What follows belongs to an exercise in optimizing a design on an open flow for small area and few clock cycles; a production flow would make more cautious choices. The RTL was checked by simulation tests, not by an equivalence proof against the original design. No activity file was given, so power comes from the tool's default toggle rates.

==> flow/design.v <==
package rgbled_pkg;
  localparam int TICK_BITS_DEFAULT   = 10;
  localparam int QUEUE_DEPTH_DEFAULT = 2;
  localparam int CHAN_W     = 8;
  localparam int WORD_W     = 24;
  localparam int GAIN_W     = 16;
  localparam int SUM_W      = 10;
  localparam int HIGH_W     = 10;
  localparam int LOW_W      = 16;
  localparam int CFG_IDX_W  = 3;
  localparam int CFG_DATA_W = 16;
  localparam logic [CFG_IDX_W-1:0] REG_NORMALIZE = 3'd0;
  localparam logic [CFG_IDX_W-1:0] REG_GAIN      = 3'd1;
  localparam logic [CFG_IDX_W-1:0] REG_ONE_HIGH  = 3'd2;
  localparam logic [CFG_IDX_W-1:0] REG_ONE_LOW   = 3'd3;
  localparam logic [CFG_IDX_W-1:0] REG_ZERO_HIGH = 3'd4;
  localparam logic [CFG_IDX_W-1:0] REG_ZERO_LOW  = 3'd5;
  localparam logic [CFG_IDX_W-1:0] REG_LATCH_GAP = 3'd6;
  typedef struct packed {
    logic [WORD_W-1:0] word;
    logic              gap;
  } entry_t;
endpackage
import rgbled_pkg::*;
module rgbled_front
(
  input  logic              clk,
  input  logic              rst,
  input  logic              push,
  output logic              full,
  input  logic [CHAN_W-1:0] red,
  input  logic [CHAN_W-1:0] green,
  input  logic [CHAN_W-1:0] blue,
  input  logic              end_of_frame,
  input  logic              latch_request,
  input  logic              normalize_enable,
  input  logic [GAIN_W-1:0] global_gain,
  output logic              q_push,
  output rgbled_pkg::entry_t            q_entry,
  input  logic              q_full
);
  typedef enum logic [4:0] {
    S_IDLE  = 5'b00001,
    S_SCALE = 5'b00010,
    S_SETUP = 5'b00100,
    S_DIV   = 5'b01000,
    S_PUSH  = 5'b10000
  } state_t;
  state_t state, state_next;
  logic                          hold_valid;
  logic [2:0][CHAN_W-1:0]        hold_ch;     
  logic                          hold_gap;
  logic                          accept, take;
  logic [2:0][CHAN_W+GAIN_W-1:0] prod;
  logic [2:0][WORD_W-1:0]        num;
  logic [2:0][SUM_W-1:0]         rem;
  logic [2:0][CHAN_W-1:0]        dbits;
  logic [2:0][CHAN_W-1:0]        val;
  logic [2:0]                    satf;
  logic [SUM_W-1:0]              sum;
  logic                          gap;
  logic [2:0]                    step;
  assign take   = hold_valid && (state == S_IDLE);
  assign full   = hold_valid && !take;
  assign accept = push && !full;
  always_ff @(posedge clk) begin
    if (rst) begin
      hold_valid <= 1'b0;
    end else if (accept) begin
      hold_valid <= 1'b1;
    end else if (take) begin
      hold_valid <= 1'b0;
    end
  end
  always_ff @(posedge clk) begin
    if (accept) begin
      hold_ch[0] <= green;
      hold_ch[1] <= red;
      hold_ch[2] <= blue;
      hold_gap   <= end_of_frame && latch_request;
    end
  end
  always_comb begin
    state_next = state;
    unique case (state)
      S_IDLE:  if (hold_valid) state_next = S_SCALE;
      S_SCALE: state_next = normalize_enable ? S_SETUP : S_PUSH;
      S_SETUP: state_next = S_DIV;
      S_DIV:   if (step == 3'd7) state_next = S_PUSH;
      S_PUSH:  if (!q_full) state_next = S_IDLE;
      default: state_next = S_IDLE;
    endcase
  end
  always_ff @(posedge clk) begin
    if (rst) begin
      state <= S_IDLE;
    end else begin
      state <= state_next;
    end
  end
  always_ff @(posedge clk) begin
    logic [31:0]   n32;
    logic [SUM_W:0] rsh;
    case (state)
      S_IDLE: begin
        for (int c = 0; c < 3; c++) begin
          prod[c] <= (CHAN_W+GAIN_W)'(hold_ch[c]) * (CHAN_W+GAIN_W)'(global_gain);
        end
        sum  <= SUM_W'(hold_ch[0]) + SUM_W'(hold_ch[1]) + SUM_W'(hold_ch[2]);
        gap  <= hold_gap;
        step <= 3'd0;
      end
      S_SCALE: begin
        for (int c = 0; c < 3; c++) begin
          n32    = {prod[c], 8'h00} - {8'h00, prod[c]};
          num[c] <= n32[31:8];
          satf[c] <= 1'b0;
          val[c]  <= (prod[c][23:16] != 8'h00) ? 8'hFF : prod[c][15:8];
        end
      end
      S_SETUP: begin
        for (int c = 0; c < 3; c++) begin
          satf[c]  <= num[c] >= WORD_W'({sum, 8'h00});
          rem[c]   <= num[c][17:8];
          dbits[c] <= num[c][7:0];
          val[c]   <= 8'h00;
        end
      end
      S_DIV: begin
        for (int c = 0; c < 3; c++) begin
          rsh = {rem[c], dbits[c][7]};
          if (rsh >= {1'b0, sum}) begin
            rem[c] <= SUM_W'(rsh - {1'b0, sum});
            val[c] <= {val[c][6:0], 1'b1};
          end else begin
            rem[c] <= rsh[SUM_W-1:0];
            val[c] <= {val[c][6:0], 1'b0};
          end
          dbits[c] <= {dbits[c][6:0], 1'b0};
        end
        step <= step + 3'd1;
      end
      default: begin
      end
    endcase
  end
  always_comb begin
    logic zero_sum;
    zero_sum = normalize_enable && (sum == '0);
    for (int c = 0; c < 3; c++) begin
      q_entry.word[WORD_W-1-CHAN_W*c -: CHAN_W] =
        zero_sum ? 8'h00 : (satf[c] ? 8'hFF : val[c]);
    end
    q_entry.gap = gap;
  end
  assign q_push = (state == S_PUSH) && !q_full;
endmodule
import rgbled_pkg::*;
module rgbled_queue
#(
  parameter int DEPTH = QUEUE_DEPTH_DEFAULT
) (
  input  logic   clk,
  input  logic   rst,
  input  logic   wr_en,
  input  rgbled_pkg::entry_t wr_data,
  output logic   full,
  input  logic   rd_en,
  output rgbled_pkg::entry_t rd_data,
  output logic   empty
);
  localparam int PTR_W = (DEPTH > 1) ? $clog2(DEPTH) : 1;
  localparam int CNT_W = $clog2(DEPTH + 1);
  logic [WORD_W:0]  mem [DEPTH];   
  logic [PTR_W-1:0] wr_ptr, rd_ptr;
  logic [CNT_W-1:0] count;
  assign full    = (count == CNT_W'(DEPTH));
  assign empty   = (count == '0);
  assign rd_data = mem[rd_ptr];
  always_ff @(posedge clk) begin
    if (wr_en) begin
      mem[wr_ptr] <= wr_data;
    end
  end
  always_ff @(posedge clk) begin
    if (rst) begin
      wr_ptr <= '0;
      rd_ptr <= '0;
      count  <= '0;
    end else begin
      if (wr_en) begin
        wr_ptr <= (wr_ptr == PTR_W'(DEPTH - 1)) ? '0 : wr_ptr + 1'b1;
      end
      if (rd_en) begin
        rd_ptr <= (rd_ptr == PTR_W'(DEPTH - 1)) ? '0 : rd_ptr + 1'b1;
      end
      if (wr_en && !rd_en) begin
        count <= count + 1'b1;
      end else if (rd_en && !wr_en) begin
        count <= count - 1'b1;
      end
    end
  end
endmodule
import rgbled_pkg::*;
module rgbled_back
#(
  parameter int TICK_BITS = TICK_BITS_DEFAULT
) (
  input  logic                 clk,
  input  logic                 rst,
  input  rgbled_pkg::entry_t               q_data,
  input  logic                 q_empty,
  output logic                 q_pop,
  input  logic [TICK_BITS-1:0] one_high_ticks,
  input  logic [TICK_BITS-1:0] one_low_ticks,
  input  logic [TICK_BITS-1:0] zero_high_ticks,
  input  logic [TICK_BITS-1:0] zero_low_ticks,
  input  logic [LOW_W-1:0]     latch_gap_ticks,
  output logic                 empty,
  input  logic                 pop,
  output logic                 bit_value,
  output logic [HIGH_W-1:0]    high_time,
  output logic [LOW_W-1:0]     low_time,
  output logic                 is_gap,
  output logic                 last_pulse
);
  localparam int EXT_W = TICK_BITS + LOW_W;
  logic              cur_valid;
  logic [WORD_W-1:0] cur_word;
  logic              cur_gap;
  logic [4:0]        cur_idx;
  logic              cur_is_gap, cur_last;
  logic              out_valid, out_load;
  logic [EXT_W-1:0]  hi_ext, lo_ext;
  assign cur_is_gap = (cur_idx == 5'd24);
  assign cur_last   = cur_is_gap || (!cur_gap && cur_idx == 5'd23);
  assign out_load   = cur_valid && (!out_valid || pop);
  assign q_pop      = !q_empty && (!cur_valid || (out_load && cur_last));
  assign empty      = !out_valid;
  assign hi_ext = cur_word[WORD_W-1] ? EXT_W'(one_high_ticks) : EXT_W'(zero_high_ticks);
  assign lo_ext = cur_word[WORD_W-1] ? EXT_W'(one_low_ticks)  : EXT_W'(zero_low_ticks);
  always_ff @(posedge clk) begin
    if (rst) begin
      cur_valid <= 1'b0;
    end else if (q_pop) begin
      cur_valid <= 1'b1;
    end else if (out_load && cur_last) begin
      cur_valid <= 1'b0;
    end
  end
  always_ff @(posedge clk) begin
    if (q_pop) begin
      cur_word <= q_data.word;
      cur_gap  <= q_data.gap;
      cur_idx  <= 5'd0;
    end else if (out_load) begin
      cur_word <= {cur_word[WORD_W-2:0], 1'b0};
      cur_idx  <= cur_idx + 5'd1;
    end
  end
  always_ff @(posedge clk) begin
    if (rst) begin
      out_valid <= 1'b0;
    end else if (out_load) begin
      out_valid <= 1'b1;
    end else if (pop) begin
      out_valid <= 1'b0;
    end
  end
  always_ff @(posedge clk) begin
    if (out_load) begin
      is_gap     <= cur_is_gap;
      last_pulse <= cur_last;
      if (cur_is_gap) begin
        bit_value <= 1'b0;
        high_time <= '0;
        low_time  <= latch_gap_ticks;
      end else begin
        bit_value <= cur_word[WORD_W-1];
        high_time <= hi_ext[HIGH_W-1:0];
        low_time  <= lo_ext[LOW_W-1:0];
      end
    end
  end
endmodule
import rgbled_pkg::*;
module rgb_led_serial_transmitter
#(
  parameter int TICK_BITS   = TICK_BITS_DEFAULT,
  parameter int QUEUE_DEPTH = QUEUE_DEPTH_DEFAULT
) (
  input  logic                  clk,
  input  logic                  rst,
  input  logic                  push,
  output logic                  full,
  input  logic [CHAN_W-1:0]     red,
  input  logic [CHAN_W-1:0]     green,
  input  logic [CHAN_W-1:0]     blue,
  input  logic                  end_of_frame,
  input  logic                  latch_request,
  output logic                  empty,
  input  logic                  pop,
  output logic                  bit_value,
  output logic [HIGH_W-1:0]     high_time,
  output logic [LOW_W-1:0]      low_time,
  output logic                  is_gap,
  output logic                  last_pulse,
  input  logic                  cfg_valid,
  output logic                  cfg_ready,
  input  logic [CFG_IDX_W-1:0]  cfg_index,
  input  logic [CFG_DATA_W-1:0] cfg_data
);
  logic                 normalize_enable;
  logic [GAIN_W-1:0]    global_gain;
  logic [TICK_BITS-1:0] one_high_ticks;
  logic [TICK_BITS-1:0] one_low_ticks;
  logic [TICK_BITS-1:0] zero_high_ticks;
  logic [TICK_BITS-1:0] zero_low_ticks;
  logic [LOW_W-1:0]     latch_gap_ticks;
  logic   q_push, q_full, q_pop, q_empty;
  rgbled_pkg::entry_t q_wdata, q_rdata;
  assign cfg_ready = 1'b1;
  always_ff @(posedge clk) begin
    if (rst) begin
      normalize_enable <= 1'b0;
      global_gain      <= GAIN_W'(256);
      one_high_ticks   <= TICK_BITS'(80);
      one_low_ticks    <= TICK_BITS'(30);
      zero_high_ticks  <= TICK_BITS'(30);
      zero_low_ticks   <= TICK_BITS'(80);
      latch_gap_ticks  <= LOW_W'(5000);
    end else if (cfg_valid && cfg_ready) begin
      unique case (cfg_index)
        REG_NORMALIZE: normalize_enable <= cfg_data[0];
        REG_GAIN:      global_gain      <= cfg_data[GAIN_W-1:0];
        REG_ONE_HIGH:  one_high_ticks   <= cfg_data[TICK_BITS-1:0];
        REG_ONE_LOW:   one_low_ticks    <= cfg_data[TICK_BITS-1:0];
        REG_ZERO_HIGH: zero_high_ticks  <= cfg_data[TICK_BITS-1:0];
        REG_ZERO_LOW:  zero_low_ticks   <= cfg_data[TICK_BITS-1:0];
        REG_LATCH_GAP: latch_gap_ticks  <= cfg_data[LOW_W-1:0];
        default: begin
        end
      endcase
    end
  end
  rgbled_front u_front (
    .clk              (clk),
    .rst              (rst),
    .push             (push),
    .full             (full),
    .red              (red),
    .green            (green),
    .blue             (blue),
    .end_of_frame     (end_of_frame),
    .latch_request    (latch_request),
    .normalize_enable (normalize_enable),
    .global_gain      (global_gain),
    .q_push           (q_push),
    .q_entry          (q_wdata),
    .q_full           (q_full)
  );
  rgbled_queue #(
    .DEPTH (QUEUE_DEPTH)
  ) u_queue (
    .clk     (clk),
    .rst     (rst),
    .wr_en   (q_push),
    .wr_data (q_wdata),
    .full    (q_full),
    .rd_en   (q_pop),
    .rd_data (q_rdata),
    .empty   (q_empty)
  );
  rgbled_back #(
    .TICK_BITS (TICK_BITS)
  ) u_back (
    .clk             (clk),
    .rst             (rst),
    .q_data          (q_rdata),
    .q_empty         (q_empty),
    .q_pop           (q_pop),
    .one_high_ticks  (one_high_ticks),
    .one_low_ticks   (one_low_ticks),
    .zero_high_ticks (zero_high_ticks),
    .zero_low_ticks  (zero_low_ticks),
    .latch_gap_ticks (latch_gap_ticks),
    .empty           (empty),
    .pop             (pop),
    .bit_value       (bit_value),
    .high_time       (high_time),
    .low_time        (low_time),
    .is_gap          (is_gap),
    .last_pulse      (last_pulse)
  );
endmodule
==> flow/run.sh <==
#!/bin/bash
# synth_recipe.tcl (not shown) runs the flow's synth.tcl, then flattens the netlist and writes it again
# the make line also repeats each setting of config.mk as NAME=value (left out here)
make -C /OpenROAD-flow-scripts/flow DESIGN_CONFIG=/design/flow/config.mk WORK_HOME=/design/flow/orfs CLKGATE_MAP_FILE= SYNTH_SCRIPT=/design/flow/synth_recipe.tcl finish
==> flow/config.mk <==
export PLATFORM = sky130hd
export DESIGN_NAME = rgb_led_serial_transmitter
export DESIGN_NICKNAME = rgb_led_serial_transmitter
export VERILOG_FILES = /design/flow/design.v
export SDC_FILE = /design/flow/constraint.sdc
export NUM_CORES = 4
export LEC_CHECK = 0
export CAP_MARGIN = 20
export CORE_MARGIN = 2
export CORE_UTILIZATION = 40
export SLEW_MARGIN = 20
==> flow/constraint.sdc <==
create_clock -name core_clock -period 8.0 [get_ports {clk}]
set_input_delay 1.6000 -clock core_clock [delete_from_list [all_inputs] [get_ports {clk}]]
set_output_delay 1.6000 -clock core_clock [all_outputs]
set_load 0.01 [all_outputs]
==> impl_metrics.env <==
export IMPL_antenna_found_initial=1
export IMPL_syn_to_final_growth_pct=10.5
export IMPL_clock_latency_ns=0.61
export IMPL_die_w_um=297
export IMPL_drive_gt1_share_pct=3.85
export IMPL_power_switching_mw=2.72
export IMPL_synth_top_area_share_pct=32.2
export IMPL_wl_per_cell_um=16.9
export IMPL_yosysSeqAreaShare_pct=37.5
export IMPL_worstPathArrival_ns=5.86
export IMPL_synth_flop_cell="edfxtp_1"
export IMPL_grt_pass1_vias=23468
export IMPL_finalPower_mw=8.13
export IMPL_drt_total_wl_um=78000
export IMPL_netlist_instances=3383
export IMPL_p_clk_share_pct=28.5
export IMPL_syn_area_per_cell_um2=10.1
export IMPL_grt_usage_pct=17.8
export IMPL_required_ns=8.35
export IMPL_ctsRootBufferMaster="clkbuf_16"
export IMPL_cp_end_kind="flip-flop"
export IMPL_totalNegativeSetupSlack_ns=0
export IMPL_hold_viol_final=0
export IMPL_grt_pass1_wl_um=127000
export IMPL_timing_final_crit_share_pct=68.8
export IMPL_intPower_mw=5.42
export IMPL_drc=0
export IMPL_viasPerCell=5.08
export IMPL_drtPass1Iterations=5
export IMPL_drtIter0Drc=1361
export IMPL_cts_tree="yes"
export IMPL_path_clk_slew_ns=0.06
export IMPL_cts_hold_buf=0
export IMPL_power_frac_seq_pct=39.6
export IMPL_rows=107
export IMPL_worstReg2RegEnd="u_front.prod[65]$_DFFE_PP_"
export IMPL_overflow=0
export IMPL_slew_viol_final=0
export IMPL_initial_core_util_pct=40.3
export IMPL_reg2reg_slack_ns=2.49
export IMPL_hold_start="u_front.hold_gap$_DFFE_PP_"
export IMPL_max_freq_mhz=182
export IMPL_cts_resized_gates=0
export IMPL_fin_skew_ns=0.0332
export IMPL_relSlewSlack_pct=28.1
export IMPL_fin_crit_ns=5.51
export IMPL_postCtsSetupBuffers=0
export IMPL_synth_area_mm2=0.0343
export IMPL_wl_met2_um=35600
export IMPL_hold_end="u_front.gap$_DFFE_PP_"
export IMPL_synth_lib_cells_used_distinct=78
export IMPL_io_buffers=80
export IMPL_die_area_mm2=0.0881
export IMPL_synth_area_leader_cell="edfxtp_1"
export IMPL_drv_cap=0
export IMPL_setup_viol=0
export IMPL_ys_async_sr_fraction_pct=0
export IMPL_leakage_nw=16.4
export IMPL_cp_start_kind="flip-flop"
export IMPL_hold_depth=0
export IMPL_synth_edf_count=368
export IMPL_gp_congestion=0.862
export IMPL_htree_levels=2
export IMPL_pwr_share_comb_pct=31.9
export IMPL_dpl_cell_count=4508
export IMPL_fin_cells=4601
export IMPL_nNetsFinal=3986
export IMPL_ff2ff_path_depth=15
export IMPL_io_pins=82
export IMPL_hold_slack_ns=0.425
export IMPL_postLayoutCoreUtil_pct=44.6
export IMPL_grt_setup_unrepaired="false"
export IMPL_cts_sinks=459
export IMPL_switching_share_pct=33.4
export IMPL_ant_nets=0
export IMPL_status="complete, no violations"
export IMPL_ys_top_cells_by_area="edfxtp_1 (32%), fa_1 (15%), ha_1 (9.5%)"
export IMPL_grt_max_degree=94
export IMPL_hp_class="reg2reg"
export IMPL_powerDensity_mw_per_mm2=215
export IMPL_die_y_um=297
export IMPL_dr_wl_met3_um=3570
export IMPL_cts_made_buffers=51
export IMPL_peakVddDrop_v=0.000150
export IMPL_place_hpwl_um=58300
export IMPL_synth_nets=3951
export IMPL_coreArea_mm2=0.0850
export IMPL_path_max_fanout=25
export IMPL_r2r_start="global_gain[3]$_SDFFE_PP0P_"
export IMPL_top_layer="met4"
export IMPL_ys_seq_elements=459
export IMPL_antenna_diode_count=0
export IMPL_met1_length_um=37100
export IMPL_clk_path_buf_depth=3
export IMPL_worst_pin_slew_ns=1.08
export IMPL_via_count=23356
export IMPL_critPathKind="reg2reg"
export IMPL_yosysWarnings=4
==> registers in the layout, summed over array words and instances, names as in the netlist, 24 cells and up, named ones only <==
register and count:
u_front.num 72, u_front.prod 72, u_queue.mem 50, u_front.rem 30
u_back.cur_word 24, u_front.dbits 24, u_front.hold_ch 24, u_front.val 24
==> cells in the mapped netlist, types with 9 or more instances <==
cell,instances
inv_1,386
nand2_1,374
edfxtp_1,368
and2_1,335
ha_1,261
fa_1,257
a21oi_1,215
nor2_1,176
o21ai_0,125
xnor2_1,112
clkbuf_1,101
dfxtp_1,91
mux2i_1,72
o21a_1,51
nor3_1,44
a21o_1,42
xor2_1,34
nand3_1,32
nor2b_1,28
and3_1,25
nand3b_1,23
nand2b_1,18
o21bai_1,16
a31oi_1,14
nand4_1,14
a21boi_0,13
nor4_1,13
buf_1,12
a211oi_1,11
o211ai_1,10
mux2_2,9
==> per-stage QoR <==
step | area, um^2 | setup WS, ns
after global placement | 36200 | 2.54
after floorplan | 34300 | 3.02
after detailed placement | 36200 | 2.53
after global routing | 37900 | 2.12
after CTS | 37900 | 2.51
final | 37900 | 2.49
==> power by group through the flow <==
stage / Clock (mW) / Sequential (mW) / Combinational [mW]
floorplan: 0 / 3.16 / 1.95
global route: 2.47 / 3.25 / 2.94
finish: 2.32 / 3.22 / 2.59
CTS: 2.38 / 3.22 / 2.61
global placement: 0 / 3.26 / 2.58
detailed placement: 0 / 3.27 / 2.59
==> placed cells by master (no fill, tap or decap), types with 31 or more instances in the layout <==
master	instances
xor2_1	34
mux2i_1	72
o21ai_0	125
nand3_1	31
ha_1	261
clkdlybuf4s50_1	79
and2_1	335
o21a_1	51
nor2_1	175
edfxtp_1	368
nand2_1	373
fa_1	257
xnor2_1	112
nor3_1	43
dfxtp_1	91
a21o_1	42
inv_1	384
clkbuf_16	51
a21oi_1	215
==> cell families after synthesis <==
family / after synthesis / synth area share (%)
AOI/OAI and AO/OA: 552 / 9.84
xor gates and xnor gates: 146 / 3.73
adders and majority gates: 518 / 24.5
buffers and inverters: 505 / 5.55
DFF: 459 / 37.5
muxes: 81 / 2.40
other: 1 / 0.0109
and+or+nand+nor: 1121 / 16.4
==> area by class of cell <==
| class | count | area (um^2) |
|---|---|---|
| clock buffer | 64 | 1340 |
| clock inverter | 28 | 302 |
| fill | 8138 | 47100 |
| inverter | 387 | 1450 |
| multi-input combinational | 2419 | 19600 |
| sequential | 459 | 12900 |
| tap | 1144 | 1430 |
| timing repair buffer | 100 | 958 |
==> metal layers <==
metal	global-route usage [%]	up-vias
met2	28.6	415
met1	25.4	11390
met4	4.45	0
li1	-	11447
met5	0	-
met3	2.28	104
==> worst max-delay path, stage by stage, from the launching register on <==
cell and delay, ns:
dfxtp_1 0.92, and2_1 0.25, fa_1 0.44, fa_1 0.53, fa_1 0.54, inv_1 0.05
fa_1 0.52, inv_1 0.04, ha_1 0.32, or2_2 0.31, o311a_1 0.16, o211ai_1 0.26
nand2_1 0.12, a311o_1 0.38, a41o_1 0.25, xor2_1 0.14
==> worst max path at each step <==
| stage | from | end | slack, ns | depth (start not counted) |
|---|---|---|---|---|
| 5_1_grt | global_gain[4]$_SDFFE_PP0P_ | u_front.prod[47]$_DFFE_PP_ | 2.12 | 15 |
| 2_1_floorplan | u_front.hold_ch[23]$_DFFE_PP_ | u_front.prod[65]$_DFFE_PP_ | 3.02 | 16 |
| 3_5_place_dp | global_gain[3]$_SDFFE_PP0P_ | u_front.prod[65]$_DFFE_PP_ | 2.53 | 15 |
| 3_3_place_gp | global_gain[3]$_SDFFE_PP0P_ | u_front.prod[65]$_DFFE_PP_ | 2.54 | 15 |
| 6_report | global_gain[3]$_SDFFE_PP0P_ | u_front.prod[65]$_DFFE_PP_ | 2.49 | 15 |
| 4_1_cts | global_gain[3]$_SDFFE_PP0P_ | u_front.prod[65]$_DFFE_PP_ | 2.51 | 15 |
Testbench counts, summed over its fixed seeds: cycles 30,920.

==> port drivers added, routing unchanged <==
No port has a modelled driver above. Below, the same layout with a new extraction and two added sets of constraints.
Step 1 assumes that a clkbuf_16 drives the clock port and a buf_2 every other input.
Step 2, shift: input delay + t, output delay - t, t = (earliest + latest rising clock arrival at the registers) / 2. This alone moves slack from input paths to output paths.
a / b / c = ideal / step 1 / step 2; a / b = the first two.
shift t [ns]: 0.657
setup WS [ns]: 2.493 / 2.493 / 2.493
latest minus earliest clock arrival (ns): 0.034 / 0.034
worst slew at a driven data input, ns: 0.06
pins driven straight from the clock port: 1
After both steps setup and hold are still met in this run. The setup slack of this run moves by 0.000 ns with the drivers and by 0.000 ns with both steps.
